This is an optimization exercise on Yosys and OpenROAD, whose aim is small area and a short achievable clock period, not a production implementation.
In this exercise RTL edits were held to simulation tests only and were not proved equivalent to the original.
Power is estimated from default activity; no workload was simulated.

**flow/design.v**
```verilog
package rob_pkg;
   localparam int rob_depth = 32;
   localparam int rob_idx_width = 5;
   localparam int rob_count_width = rob_idx_width + 1;
   localparam int phys_tag_width = 6;
   localparam int opcode_width = 5;
   typedef logic [rob_idx_width-1:0]   rob_idx_t;
   typedef logic [rob_count_width-1:0] rob_count_t;
   typedef logic [phys_tag_width-1:0]  phys_tag_t;
   typedef logic [opcode_width-1:0]    opcode_t;
   localparam opcode_t opcode_store = opcode_t'(0);
endpackage
`timescale 1ns/100ps
module rob_dispatch
(
   input  logic       clock,
   input  logic       reset,
   input  logic       dispatch_valid_a,
   input  logic       dispatch_valid_b,
   input  logic [1:0] retire_count,
   output logic       dispatch_ready,
   output logic       alloc_en_a,
   output logic       alloc_en_b,
   output logic       rob_full,
   output logic       rob_almost_full,
   output logic       rob_empty,
   output rob_pkg::rob_idx_t   rob_idx_a,
   output rob_pkg::rob_idx_t   rob_idx_b,
   output rob_pkg::rob_idx_t   rob_tail,
   output rob_pkg::rob_count_t rob_count
);
   rob_pkg::rob_idx_t   tail;
   rob_pkg::rob_count_t count;
   rob_pkg::rob_count_t count_next;
   logic [1:0] accept_count;
   assign dispatch_ready = (count <= rob_pkg::rob_count_t'(rob_pkg::rob_depth - 2));
   assign alloc_en_a = dispatch_valid_a & dispatch_ready;
   assign alloc_en_b = dispatch_valid_b & dispatch_ready;
   assign accept_count = {1'b0, alloc_en_a} + {1'b0, alloc_en_b};
   assign rob_idx_a = tail;
   assign rob_idx_b = tail + rob_pkg::rob_idx_t'(1);
   assign count_next = count + rob_pkg::rob_count_t'(accept_count) - rob_pkg::rob_count_t'(retire_count);
   always_ff @(posedge clock)
   begin
      if (reset)
      begin
         tail  <= '0;
         count <= '0;
      end
      else
      begin
         tail  <= tail + rob_pkg::rob_idx_t'(accept_count);
         count <= count_next;
      end
   end
   assign rob_full        = (count == rob_pkg::rob_count_t'(rob_pkg::rob_depth));
   assign rob_almost_full = (count >= rob_pkg::rob_count_t'(rob_pkg::rob_depth - 2));
   assign rob_empty       = (count == '0);
   assign rob_tail  = tail;
   assign rob_count = count;
endmodule
`timescale 1ns/100ps
module rob_entry_table
(
   input  logic       clock,
   input  logic       reset,
   input  logic       alloc_en_a,
   input  logic       alloc_en_b,
   input  rob_pkg::rob_idx_t   rob_idx_a,
   input  rob_pkg::rob_idx_t   rob_idx_b,
   input  rob_pkg::rob_idx_t   rob_head,
   input  rob_pkg::opcode_t    opcode_a,
   input  rob_pkg::opcode_t    opcode_b,
   input  rob_pkg::phys_tag_t  told_a,
   input  rob_pkg::phys_tag_t  told_b,
   input  logic       cdb_valid_a,
   input  logic       cdb_valid_b,
   input  logic       cdb_valid_c,
   input  logic       cdb_valid_d,
   input  rob_pkg::rob_idx_t   cdb_idx_a,
   input  rob_pkg::rob_idx_t   cdb_idx_b,
   input  rob_pkg::rob_idx_t   cdb_idx_c,
   input  rob_pkg::rob_idx_t   cdb_idx_d,
   input  logic [1:0] retire_count,
   output logic       head_complete,
   output logic       next_complete,
   output logic       head_store,
   output logic       next_store,
   output rob_pkg::phys_tag_t  head_told,
   output rob_pkg::phys_tag_t  next_told
);
   logic [rob_pkg::rob_depth-1:0] entry_valid;
   logic [rob_pkg::rob_depth-1:0] entry_complete;
   logic [rob_pkg::rob_depth-1:0] entry_store;
   rob_pkg::phys_tag_t            entry_told [rob_pkg::rob_depth];
   rob_pkg::rob_idx_t next_idx;
   logic [3:0] cdb_valid;
   rob_pkg::rob_idx_t   cdb_idx [4];
   assign next_idx = rob_head + rob_pkg::rob_idx_t'(1);
   assign cdb_valid  = {cdb_valid_d, cdb_valid_c, cdb_valid_b, cdb_valid_a};
   assign cdb_idx[0] = cdb_idx_a;
   assign cdb_idx[1] = cdb_idx_b;
   assign cdb_idx[2] = cdb_idx_c;
   assign cdb_idx[3] = cdb_idx_d;
   always_ff @(posedge clock)
   begin
      if (reset)
      begin
         entry_valid    <= '0;
         entry_complete <= '0;
      end
      else
      begin
         if (retire_count != 2'd0)
         begin
            entry_valid[rob_head]    <= 1'b0;
            entry_complete[rob_head] <= 1'b0;
         end
         if (retire_count == 2'd2)
         begin
            entry_valid[next_idx]    <= 1'b0;
            entry_complete[next_idx] <= 1'b0;
         end
         if (alloc_en_a)
         begin
            entry_valid[rob_idx_a]    <= 1'b1;
            entry_complete[rob_idx_a] <= 1'b0;
         end
         if (alloc_en_b)
         begin
            entry_valid[rob_idx_b]    <= 1'b1;
            entry_complete[rob_idx_b] <= 1'b0;
         end
         for (int p = 0; p < 4; p++)
         begin
            if (cdb_valid[p])
               entry_complete[cdb_idx[p]] <= 1'b1;
         end
      end
   end
   always_ff @(posedge clock)
   begin
      if (alloc_en_a)
      begin
         entry_store[rob_idx_a] <= (opcode_a == rob_pkg::opcode_store);
         entry_told[rob_idx_a]  <= told_a;
      end
      if (alloc_en_b)
      begin
         entry_store[rob_idx_b] <= (opcode_b == rob_pkg::opcode_store);
         entry_told[rob_idx_b]  <= told_b;
      end
   end
   assign head_complete = entry_valid[rob_head] & entry_complete[rob_head];
   assign next_complete = entry_valid[next_idx] & entry_complete[next_idx];
   assign head_store    = entry_store[rob_head];
   assign next_store    = entry_store[next_idx];
   assign head_told     = entry_told[rob_head];
   assign next_told     = entry_told[next_idx];
endmodule
`timescale 1ns/100ps
module rob_retire
(
   input  logic       clock,
   input  logic       reset,
   input  logic       head_complete,
   input  logic       next_complete,
   input  logic       head_store,
   input  logic       next_store,
   input  rob_pkg::phys_tag_t  head_told,
   input  rob_pkg::phys_tag_t  next_told,
   input  rob_pkg::rob_count_t rob_count,
   output rob_pkg::rob_idx_t   rob_head,
   output logic [1:0] retire_count,
   output logic       retire_en_a,
   output logic       retire_en_b,
   output rob_pkg::phys_tag_t  retire_told_a,
   output rob_pkg::phys_tag_t  retire_told_b
);
   rob_pkg::rob_idx_t head;
   logic retire_head;
   logic retire_next;
   assign retire_head = head_complete;
   assign retire_next = head_complete & next_complete & (rob_count >= rob_pkg::rob_count_t'(2));
   always_comb
   begin
      retire_count = 2'd0;
      if (retire_next)
         retire_count = 2'd2;
      else if (retire_head)
         retire_count = 2'd1;
   end
   assign retire_en_a = retire_head & ~head_store;
   assign retire_en_b = retire_next & ~next_store;
   assign retire_told_a = head_told;
   assign retire_told_b = next_told;
   always_ff @(posedge clock)
   begin
      if (reset)
         head <= '0;
      else
         head <= head + rob_pkg::rob_idx_t'(retire_count);
   end
   assign rob_head = head;
endmodule
`timescale 1ns/100ps
module rob_top
(
   input  logic       clock,
   input  logic       reset,
   input  logic       dispatch_valid_a,
   input  logic       dispatch_valid_b,
   input  rob_pkg::opcode_t    opcode_a,
   input  rob_pkg::opcode_t    opcode_b,
   input  rob_pkg::phys_tag_t  told_a,
   input  rob_pkg::phys_tag_t  told_b,
   output logic       dispatch_ready,
   output rob_pkg::rob_idx_t   rob_idx_a,
   output rob_pkg::rob_idx_t   rob_idx_b,
   input  logic       cdb_valid_a,
   input  logic       cdb_valid_b,
   input  logic       cdb_valid_c,
   input  logic       cdb_valid_d,
   input  rob_pkg::rob_idx_t   cdb_idx_a,
   input  rob_pkg::rob_idx_t   cdb_idx_b,
   input  rob_pkg::rob_idx_t   cdb_idx_c,
   input  rob_pkg::rob_idx_t   cdb_idx_d,
   output logic       retire_en_a,
   output logic       retire_en_b,
   output rob_pkg::phys_tag_t  retire_told_a,
   output rob_pkg::phys_tag_t  retire_told_b,
   output logic [1:0] retire_count,
   output logic       rob_full,
   output logic       rob_almost_full,
   output logic       rob_empty,
   output rob_pkg::rob_idx_t   rob_head,
   output rob_pkg::rob_idx_t   rob_tail,
   output rob_pkg::rob_count_t rob_count
);
   logic alloc_en_a;
   logic alloc_en_b;
   logic      head_complete;
   logic      next_complete;
   logic      head_store;
   logic      next_store;
   rob_pkg::phys_tag_t head_told;
   rob_pkg::phys_tag_t next_told;
   rob_dispatch u_dispatch (
      .clock            (clock),
      .reset            (reset),
      .dispatch_valid_a (dispatch_valid_a),
      .dispatch_valid_b (dispatch_valid_b),
      .retire_count     (retire_count),
      .dispatch_ready   (dispatch_ready),
      .alloc_en_a       (alloc_en_a),
      .alloc_en_b       (alloc_en_b),
      .rob_full         (rob_full),
      .rob_almost_full  (rob_almost_full),
      .rob_empty        (rob_empty),
      .rob_idx_a        (rob_idx_a),
      .rob_idx_b        (rob_idx_b),
      .rob_tail         (rob_tail),
      .rob_count        (rob_count)
   );
   rob_entry_table u_entry_table (
      .clock         (clock),
      .reset         (reset),
      .alloc_en_a    (alloc_en_a),
      .alloc_en_b    (alloc_en_b),
      .rob_idx_a     (rob_idx_a),
      .rob_idx_b     (rob_idx_b),
      .rob_head      (rob_head),
      .opcode_a      (opcode_a),
      .opcode_b      (opcode_b),
      .told_a        (told_a),
      .told_b        (told_b),
      .cdb_valid_a   (cdb_valid_a),
      .cdb_valid_b   (cdb_valid_b),
      .cdb_valid_c   (cdb_valid_c),
      .cdb_valid_d   (cdb_valid_d),
      .cdb_idx_a     (cdb_idx_a),
      .cdb_idx_b     (cdb_idx_b),
      .cdb_idx_c     (cdb_idx_c),
      .cdb_idx_d     (cdb_idx_d),
      .retire_count  (retire_count),
      .head_complete (head_complete),
      .next_complete (next_complete),
      .head_store    (head_store),
      .next_store    (next_store),
      .head_told     (head_told),
      .next_told     (next_told)
   );
   rob_retire u_retire (
      .clock         (clock),
      .reset         (reset),
      .head_complete (head_complete),
      .next_complete (next_complete),
      .head_store    (head_store),
      .next_store    (next_store),
      .head_told     (head_told),
      .next_told     (next_told),
      .rob_count     (rob_count),
      .rob_head      (rob_head),
      .retire_count  (retire_count),
      .retire_en_a   (retire_en_a),
      .retire_en_b   (retire_en_b),
      .retire_told_a (retire_told_a),
      .retire_told_b (retire_told_b)
   );
endmodule
```
**flow/run.sh**
```bash
#!/bin/bash
# synth_recipe.tcl (not shown) runs the flow's synth.tcl, then flattens the netlist and writes it again
# the make line also repeats each setting of config.mk as NAME=value (left out here)
make -C /OpenROAD-flow-scripts/flow DESIGN_CONFIG=/design/flow/config.mk WORK_HOME=/design/flow/orfs CLKGATE_MAP_FILE= SYNTH_SCRIPT=/design/flow/synth_recipe.tcl finish
```
**flow/config.mk**
```make
export PLATFORM = sky130hd
export DESIGN_NAME = rob_top
export DESIGN_NICKNAME = rob_top
export VERILOG_FILES = /design/flow/design.v
export SDC_FILE = /design/flow/constraint.sdc
export NUM_CORES = 4
export LEC_CHECK = 0
export CAP_MARGIN = 20
export CORE_MARGIN = 2
export CORE_UTILIZATION = 40
export SLEW_MARGIN = 20
```
**flow/constraint.sdc**
```tcl
create_clock -name core_clock -period 5.5 [get_ports {clock}]
set_input_delay 1.1000 -clock core_clock [delete_from_list [all_inputs] [get_ports {clock}]]
set_output_delay 1.1000 -clock core_clock [all_outputs]
set_load 0.01 [all_outputs]
```
==> impl_metrics.toml, run 1 <==
[critical_path]
critical_path_peak_fanout = 26
r2r-end = "u_dispatch.count[5]"
worstSetupEndpoint = "retire_en_b"
arrival_ps = 4280
reg2reg_depth = 19
worstSetupPathType = "flop to primary output"
worst_setup_path_start_kind = "flop"
crit_start = "u_retire.head[0]"
rrSetupSlack_ps = 700
cp.required_ps = 4400
critPathCaptureType = "primary output"
rr_startpoint = "u_retire.head[0]"

[synthesis]
syn_area_sq_um = 21300
ys_async_sr_fraction_pct = 0
synth.top_cell.area_share_pct = 27.1
syn_nets = 2081
ys_warn_count = 4
synth.area.top_cells = "edfxtp_1 (27%), mux4_2 (15%), dfxtp_1 (11%)"
yosysMostFrequentCell = "nand2_1"
postSynthAreaPerCell_sq_um = 10.8
synth_area_leader_cell = "edfxtp_1"
syn_inst = 1981
synth-edff-count = 192
ys_seq_elements = 304
synthTopCellsByCount = "nand2_1 (212), mux2_2 (195), edfxtp_1 (192)"
synth_ff_type = "edfxtp_1"
ys_types = 86
seq_area_frac_synth_pct = 37.6

[cts]
clkSlewWorstSetupHoldPaths_ps = 60
cts_buffers = 36
cts-root-buf = "clkbuf_16"
cts_tree = "done"
clk_path_buf_depth = 3
htree_num_levels = 2
clock_sinks = 304
insertion_delay_ps = 560

[place]
dpl_cell_area_sq_um = 22800
place.port_buffers = 95
hpwl_um = 53300
gp_congestion = 0.980

[timing]
slew_headroom_pct = 26.1
worst_slew_pin_slew_ps = 1100
layout_min_cycle_time_ps = 5380
timing.final.crit_share_pct = 97.8
finalMaxSlewViolations = 0
rsz0062_at_grt = "no"
finalSetupTns_ps = 0
setup_viol = 0
worst_hold_slack_ps = 457
fmax_mhz = 186
hold_viol_final = 0
skew_ps = 14.1

[worst_hold_path]
hold_class = "flop to flop"

[drt]
routed_wl_um = 74300
drc = 0
antenna_left = 0
vias_per_cell = 6.66
dr.first_iter.drc_count = 2516
wl_per_cell_um = 27.4
via_count = 18100
dr.pass1.iters = 6

[die]
start_util_pct = 40.5
dieArea_sq_um = 55100
ios = 96
chipWidth_um = 235
core_region_area_sq_um = 52700
die_h_um = 235
num_rows = 84

[global_routing]
grt_remaining_overflow = 0
grt_max_degree = 86
antenna_found_initial = 1
grtUsageTotal_pct = 26.3
grt_pass1_wl_um = 112000
grt_pass1_vias = 17000

[cells_and_area]
final_nets = 2100
drive_gt1_share_pct = 23.4
syn2layout_area_growth_pct = 12.5
fin_area_sq_um = 24000
fillers = 4841

[power_and_ir_drop]
switching_share_pct = 33.9
ir_drop_mv = 0.200
p_sw_uw = 2480
p_clk_share_pct = 33.1
total_leakage_power_uw = 0.00769
p_int_uw = 4850
combinationalPowerShare_pct = 29.0
pwr-share-seq_pct = 37.9
pwr_density_cell_nw_per_um2 = 306

[run]
drv_cap = 0

[run_status]
status = "timing/DRC/antenna clean"
metrics by stage:
step | total power [uW] | utilization [%] | worst slack (ps) | cells
after floorplan | 4050 | - | 1120 | 1981
after global placement | 4870 | 43.3 | 608 | 2648
after detailed placement | 4900 | 43.3 | 596 | 2648
after CTS | 7310 | 45.5 | 129 | 2714
after global routing | 7580 | 45.5 | 4.36 | 2714
final | 7330 | 45.5 | 124 | 2715
cell type report:
cell class | instances | area, sq um | area share, %
diodes | 1 | 2.50 | 0.0104
clock buffers | 51 | 1020 | 4.25
clock inverters | 13 | 151 | 0.632
inverters | 46 | 173 | 0.720
multi-input cells | 1472 | 12500 | 52.0
flip-flops and latches | 304 | 8020 | 33.4
well taps | 688 | 861 | 3.59
repair buffers | 140 | 1270 | 5.32
routing by layer:
layer  vias up  share of wire (%)  track usage [%]
met5         -                  0                0
met4         0                3.4             8.65
met3       172                9.5             4.09
met2      1112                 46             41.9
met1      9082                 41             36.6
li1       7729                  -                -
cell families (layout without fill, tap and decap cells):
family	after synthesis	in the layout	share of synthesized area [%]
compound gates	354	354	12.2
xor+xnor	43	43	1.86
fa+ha+maj	50	50	3.08
buf+inv	205	250	4.01
flops	304	304	37.6
mux	359	359	26.5
other cells	0	1	0
simple gates	666	666	14.8
registers in the layout, indices dropped and copies added, names as in the netlist:
signal and count:
u_dispatch.count 6, u_dispatch.tail 5, u_entry_table.entry_complete 32, u_entry_table.entry_store 32, u_entry_table.entry_told 192, u_entry_table.entry_valid 32, u_retire.head 5
worst min path at each step:
stage	endpoint	cells past startpoint	startpoint	slack, ps
3_3_place_gp	u_entry_table.entry_valid[27]	2	u_entry_table.entry_valid[27]	440
5_1_grt	u_entry_table.entry_valid[25]	2	u_entry_table.entry_valid[25]	480
3_5_place_dp	u_entry_table.entry_valid[27]	2	u_entry_table.entry_valid[27]	450
4_1_cts	u_entry_table.entry_valid[27]	2	u_entry_table.entry_valid[27]	460
2_1_floorplan	u_entry_table.entry_valid[25]	2	u_entry_table.entry_valid[25]	440
6_report	u_entry_table.entry_valid[25]	2	u_entry_table.entry_valid[25]	460
cell usage in the layout, fill, tap and decap left out, drive strengths merged, types with 46 or more instances in the layout:
cell and instances:
clkdlybuf4s50 89, nand2 212, mux4 144, ha 46, edfxtp 192, inv 46, nor3 50, mux2 195
clkbuf 51, o22ai 57, nor2 170, dfxtp 112, buf 51, nand3 67
power groups by stage:
stage | clock [uW] | sequential [uW] | combinational, uW
after global placement | 0 | 2810 | 2060
after global routing | 2540 | 2790 | 2260
after detailed placement | 0 | 2820 | 2080
after CTS | 2450 | 2770 | 2090
final | 2430 | 2780 | 2120
after floorplan | 0 | 2750 | 1300
worst max-delay path: stages (launching register included):
cell,delay [ps]
dfxtp_4,480
inv_2,170
ha_4,520
nand3_1,150
o2111ai_1,140
nand4_1,150
a32o_1,260
nand2b_1,250
nor2_1,600
and3_1,410
clkdlybuf4s50_1,590
repair_timing:
| item | 4_1_cts | 5_1_grt |
|---|---|---|
| setup endpoints to repair | 1 | 1 |
| pin swaps | 1 | 0 |
| setup buffers | 2 | 0 |
| hold buffers | 0 | 0 |
| gates resized for setup | 0 | 1 |
==> run 2: changes to the inputs <==
==> flow/design.v (replaced) <==
`timescale 1ns/100ps
module rob_top
(
   input  logic       clock,
   input  logic       reset,
   input  logic       dispatch_valid_a,
   input  logic       dispatch_valid_b,
   input  logic [4:0] opcode_a,
   input  logic [4:0] opcode_b,
   input  logic [5:0] told_a,
   input  logic [5:0] told_b,
   output logic       dispatch_ready,
   output logic [4:0] rob_idx_a,
   output logic [4:0] rob_idx_b,
   input  logic       cdb_valid_a,
   input  logic       cdb_valid_b,
   input  logic       cdb_valid_c,
   input  logic       cdb_valid_d,
   input  logic [4:0] cdb_idx_a,
   input  logic [4:0] cdb_idx_b,
   input  logic [4:0] cdb_idx_c,
   input  logic [4:0] cdb_idx_d,
   output logic       retire_en_a,
   output logic       retire_en_b,
   output logic [5:0] retire_told_a,
   output logic [5:0] retire_told_b,
   output logic [1:0] retire_count,
   output logic       rob_full,
   output logic       rob_almost_full,
   output logic       rob_empty,
   output logic [4:0] rob_head,
   output logic [4:0] rob_tail,
   output logic [5:0] rob_count
);
   logic [4:0] head;
   logic [4:0] tail;
   logic [5:0] count;
   logic [15:0] cpl_e, cpl_o;
   logic [15:0] st_e,  st_o;
   logic [5:0]  told_e [16];
   logic [5:0]  told_o [16];
   logic       alloc_a, alloc_b;
   logic [1:0] accept;
   assign dispatch_ready = ~(count[5] | (&count[4:0]));
   assign alloc_a = dispatch_valid_a & dispatch_ready;
   assign alloc_b = dispatch_valid_b & dispatch_ready;
   assign accept  = {alloc_a & alloc_b, alloc_a ^ alloc_b};
   assign rob_idx_a = tail;
   assign rob_idx_b = tail + 5'd1;
   logic [3:0] widx_e, widx_o;
   logic       wen_e, wen_o;
   logic       wst_e, wst_o;
   logic [5:0] wtold_e, wtold_o;
   assign widx_o  = tail[4:1];
   assign widx_e  = tail[4:1] + {3'd0, tail[0]};
   assign wen_e   = tail[0] ? alloc_b : alloc_a;
   assign wen_o   = tail[0] ? alloc_a : alloc_b;
   assign wst_e   = tail[0] ? (opcode_b == 5'd0) : (opcode_a == 5'd0);
   assign wst_o   = tail[0] ? (opcode_a == 5'd0) : (opcode_b == 5'd0);
   assign wtold_e = tail[0] ? told_b : told_a;
   assign wtold_o = tail[0] ? told_a : told_b;
   logic [31:0] set;
   always_comb
   begin
      set = '0;
      if (cdb_valid_a) set[cdb_idx_a] = 1'b1;
      if (cdb_valid_b) set[cdb_idx_b] = 1'b1;
      if (cdb_valid_c) set[cdb_idx_c] = 1'b1;
      if (cdb_valid_d) set[cdb_idx_d] = 1'b1;
   end
   always_ff @(posedge clock)
   begin
      for (int j = 0; j < 16; j++)
      begin
         if (wen_e && widx_e == 4'(j))
         begin
            cpl_e[j]  <= 1'b0;
            st_e[j]   <= wst_e;
            told_e[j] <= wtold_e;
         end
         else if (set[2*j])
            cpl_e[j]  <= 1'b1;
         if (wen_o && widx_o == 4'(j))
         begin
            cpl_o[j]  <= 1'b0;
            st_o[j]   <= wst_o;
            told_o[j] <= wtold_o;
         end
         else if (set[2*j+1])
            cpl_o[j]  <= 1'b1;
      end
   end
   logic [3:0] ridx_e, ridx_o;
   logic       rc_e, rc_o, rs_e, rs_o;
   logic [5:0] rt_e, rt_o;
   logic       cpl_h, cpl_n, st_h, st_n;
   logic       ret1, ret2;
   assign ridx_o = head[4:1];
   assign ridx_e = head[4:1] + {3'd0, head[0]};
   assign rc_e = cpl_e[ridx_e];
   assign rc_o = cpl_o[ridx_o];
   assign rs_e = st_e[ridx_e];
   assign rs_o = st_o[ridx_o];
   assign rt_e = told_e[ridx_e];
   assign rt_o = told_o[ridx_o];
   assign cpl_h = head[0] ? rc_o : rc_e;
   assign cpl_n = head[0] ? rc_e : rc_o;
   assign st_h  = head[0] ? rs_o : rs_e;
   assign st_n  = head[0] ? rs_e : rs_o;
   assign retire_told_a = head[0] ? rt_o : rt_e;
   assign retire_told_b = head[0] ? rt_e : rt_o;
   assign ret1 = cpl_h & (count != 6'd0);
   assign ret2 = ret1 & cpl_n & (count[5:1] != 5'd0);
   assign retire_count = {ret2, ret1 & ~ret2};
   assign retire_en_a  = ret1 & ~st_h;
   assign retire_en_b  = ret2 & ~st_n;
   always_ff @(posedge clock)
   begin
      if (reset)
      begin
         head  <= '0;
         tail  <= '0;
         count <= '0;
      end
      else
      begin
         head  <= head + 5'(retire_count);
         tail  <= tail + 5'(accept);
         count <= count + 6'(accept) - 6'(retire_count);
      end
   end
   assign rob_full        = count[5];
   assign rob_almost_full = count[5] | (&count[4:1]);
   assign rob_empty       = (count == 6'd0);
   assign rob_head        = head;
   assign rob_tail        = tail;
   assign rob_count       = count;
endmodule
==> run 2 against run 1 <==
First-iteration DRC count is 54% lower. Largest cell class is now flip-flops and latches. Clock skew hardly changed. Global-route usage is 2.6 points lower. Still clean. Fmax is 1.5% higher.
==> impl_metrics.toml, run 2 <==
[run_status]
status = "timing/DRC/antenna clean"

[timing]
finalSetupTns_ps = 0
setup_viol = 0
skew_ps = 14.5
slew_headroom_pct = 21.0
worst_slew_pin_slew_ps = 1180
layout_min_cycle_time_ps = 5300
fmax_mhz = 189
finalWorstSetupSlack_ps = 205
timing.final.crit_share_pct = 96.3
hold_viol_final = 0
finalMaxSlewViolations = 0
rsz0062_at_grt = "no"

[global_routing]
grtUsageTotal_pct = 23.7
grt_pass1_wl_um = 63800
grt_max_degree = 55
grt_pass1_vias = 10200
grt_remaining_overflow = 0
antenna_found_initial = 0

[drt]
drc = 0
via_count = 10600
antenna_left = 0
dr.first_iter.drc_count = 1163
routed_wl_um = 43200
vias_per_cell = 6.05
dr.pass1.iters = 6
wl_per_cell_um = 24.6

[cts]
htree_num_levels = 1
cts_tree = "done"
clkSlewWorstSetupHoldPaths_ps = 60
clk_path_buf_depth = 3
insertion_delay_ps = 560
clock_sinks = 272
cts-root-buf = "clkbuf_16"
postCtsSetupRepairBufs = 0
ctsResizeCount = 0
hold_buffers = 0
cts_buffers = 30

[synthesis]
syn_inst = 1190
ys_types = 70
ys_warn_count = 3
synth-edff-count = 224
syn_area_sq_um = 13700
synthTopCellsByCount = "edfxtp_1 (224), nor2_1 (108), nand2_1 (93)"
synth_ff_type = "edfxtp_1"
seq_area_frac_synth_pct = 55.9
postSynthAreaPerCell_sq_um = 11.5
syn_nets = 1277
ys_seq_elements = 272
synth_area_leader_cell = "edfxtp_1"
synth.area.top_cells = "edfxtp_1 (49%), dfxtp_1 (7.0%), ha_1 (3.0%)"
yosysMostFrequentCell = "edfxtp_1"
ys_async_sr_fraction_pct = 0
synth.top_cell.area_share_pct = 49.0

[critical_path]
critPathMaxStageDelay_ps = 660
critPathCaptureType = "primary output"
critPathBufInv = 2
critical_path.cell_chain = "ha_1 -> ha_2 -> buf_4 -> nand2b_1 -> a311oi_1 -> nor3_1 -> or2_2 -> a21o_1 -> clkdlybuf4s50_1"
critPathTopFamily = "simple AND/OR/NAND/NOR gates"
arrival_ps = 4200
cp.required_ps = 4400
worstSetupPathType = "flop to primary output"
critical_path_peak_fanout = 21
critPathSlowestCell = "ha_2"
worst_setup_path_start_kind = "flop"

[cells_and_area]
stdcell_count = 1757
reg.largest.list = "told_e x96, told_o x96"
final_common_cell = "edfxtp_1"
syn2layout_area_growth_pct = 17.6
drive_gt1_share_pct = 11.3
layout_common_cells = "edfxtp_1 (224), nor2_1 (100), clkdlybuf4s50_1 (95), nand2_1 (93), a21oi_1 (66)"
antenna_cells = 0
final_nets = 1372
fin_area_sq_um = 16200

[die]
num_rows = 67
ios = 96
dieArea_sq_um = 35800
core_region_area_sq_um = 33700
die_h_um = 189
start_util_pct = 40.8
chipWidth_um = 189

[power_and_ir_drop]
ir_drop_mv = 0.235
combinationalPowerShare_pct = 24.4
p_clk_share_pct = 31.8
p_sw_uw = 1770
pwr-share-seq_pct = 43.8
total_leakage_power_uw = 0.00537
switching_share_pct = 29.5
p_int_uw = 4220
pwr_density_cell_nw_per_um2 = 371

[place]
dpl_cell_area_sq_um = 15200
place.port_buffers = 95
place_inst = 1700
preCtsSetupSlack_ps = 733
hpwl_um = 30100
gp_congestion = 0.929

[worst_hold_path]
hold_class = "flop to flop"

[run]
drv_cap = 0
-- run 2: worst reg2reg max path, stage by stage, from the launching register on --
cell      delay (ps)
dfxtp_1          320
ha_1             280
ha_2             660
buf_4            360
nand2b_1         310
a311oi_1         100
nor3_1           570
or2_2            240
nor2_1            80
fa_1             510
inv_1             60
ha_1             270
a21o_1           150
a21oi_1          220
nor2_1            70
nor2_1            90
nor2_1            50
or3_1            300
a21oi_1          140
-- run 2: cells by family (layout without fill, tap and decap cells) --
group / Yosys count / after routing / synth area share (%)
and+or+nand+nor: 384 / 384 / 13.5
AOI/OAI and AO/OA: 304 / 304 / 15.8
DFF: 272 / 272 / 55.9
buffers and inverters: 102 / 221 / 3.31
muxes: 71 / 71 / 6.54
adders and majority gates: 37 / 37 / 3.59
xor gates and xnor gates: 20 / 20 / 1.27
-- run 2: power by group through the flow --
stage / combinational (uW) / sequential, uW / clock (uW)
after global routing: 1590 / 2640 / 2000
after CTS: 1460 / 2620 / 1920
after floorplan: 814 / 2640 / 0
after detailed placement: 1450 / 2660 / 0
after global placement: 1440 / 2660 / 0
final: 1460 / 2620 / 1910
-- run 2: worst paths after layout --
path	startpoint	end	slack, ps	depth (start not counted)
worst max-delay path	head[0]	retire_count[0]	200	9
worst min-delay path	cpl_e[10]	cpl_e[10]	530	2
worst max register to register	head[0]	count[5]	650	18
worst min register to register	cpl_e[10]	cpl_e[10]	530	2
-- run 2: per-stage QoR --
step / hold WS [ps] / total power [uW] / utilization, %
after floorplan: 471 / 3450 / -
after global placement: 501 / 4100 / 45.1
after detailed placement: 504 / 4120 / 45.1
after CTS: 524 / 6000 / 47.9
after global routing: 534 / 6240 / 47.9
final: 527 / 5990 / 47.9
-- run 2: layout make-up --
cell class                 count  area (sq um)
timing repair buffer         131          1220
sequential                   272          7690
clock buffer                  40           788
fill                        3094         17500
clock inverter                16           135
inverter                      34           128
tap                          448           561
multi-input combinational    816          5630
-- run 2: per-layer routing --
layer	wire length (um)	global-route usage (%)	up-vias	share of wire, %
met5	0	0	-	0
met4	1510	7.63	0	3.5
met3	2920	2.84	89	6.8
met2	20100	38.6	491	47
met1	18600	33.1	5253	43
li1	-	-	4797	-

[separate check: timing with driven ports]
The results above use ideal ports. As a check the final layouts listed here were re-extracted and re-timed, cells and wires unchanged. Step 1 (the two cells are an assumption about what drives the block):
set clk [get_ports {clock}]
set_driving_cell -lib_cell sky130_fd_sc_hd__clkbuf_16 $clk
set_driving_cell -lib_cell sky130_fd_sc_hd__buf_2 [delete_from_list [all_inputs] $clk]
Step 2 moves the port delays by t, midway between the first and last clock arrival at a register: inputs arrive t later, outputs are due t later. That takes back most of the time a late clock gives input paths. a / b / c = ideal / step 1 / step 2; a / b = the first two.
| run | t (ns) | setup WS [ns] | worst hold slack (ns) | latest minus earliest clock arrival (ns) | pins driven straight from the clock port |
|---|---|---|---|---|---|
| run 1 | 0.611 | 0.124 / 0.066 / 0.677 | 0.457 / 0.457 / 0.457 | 0.016 / 0.017 | 1 |
| run 2 | 0.605 | 0.205 / 0.157 / 0.655 | 0.527 / 0.527 / 0.527 | 0.016 / 0.017 | 1 |
After both steps setup and hold are still met in every run listed.
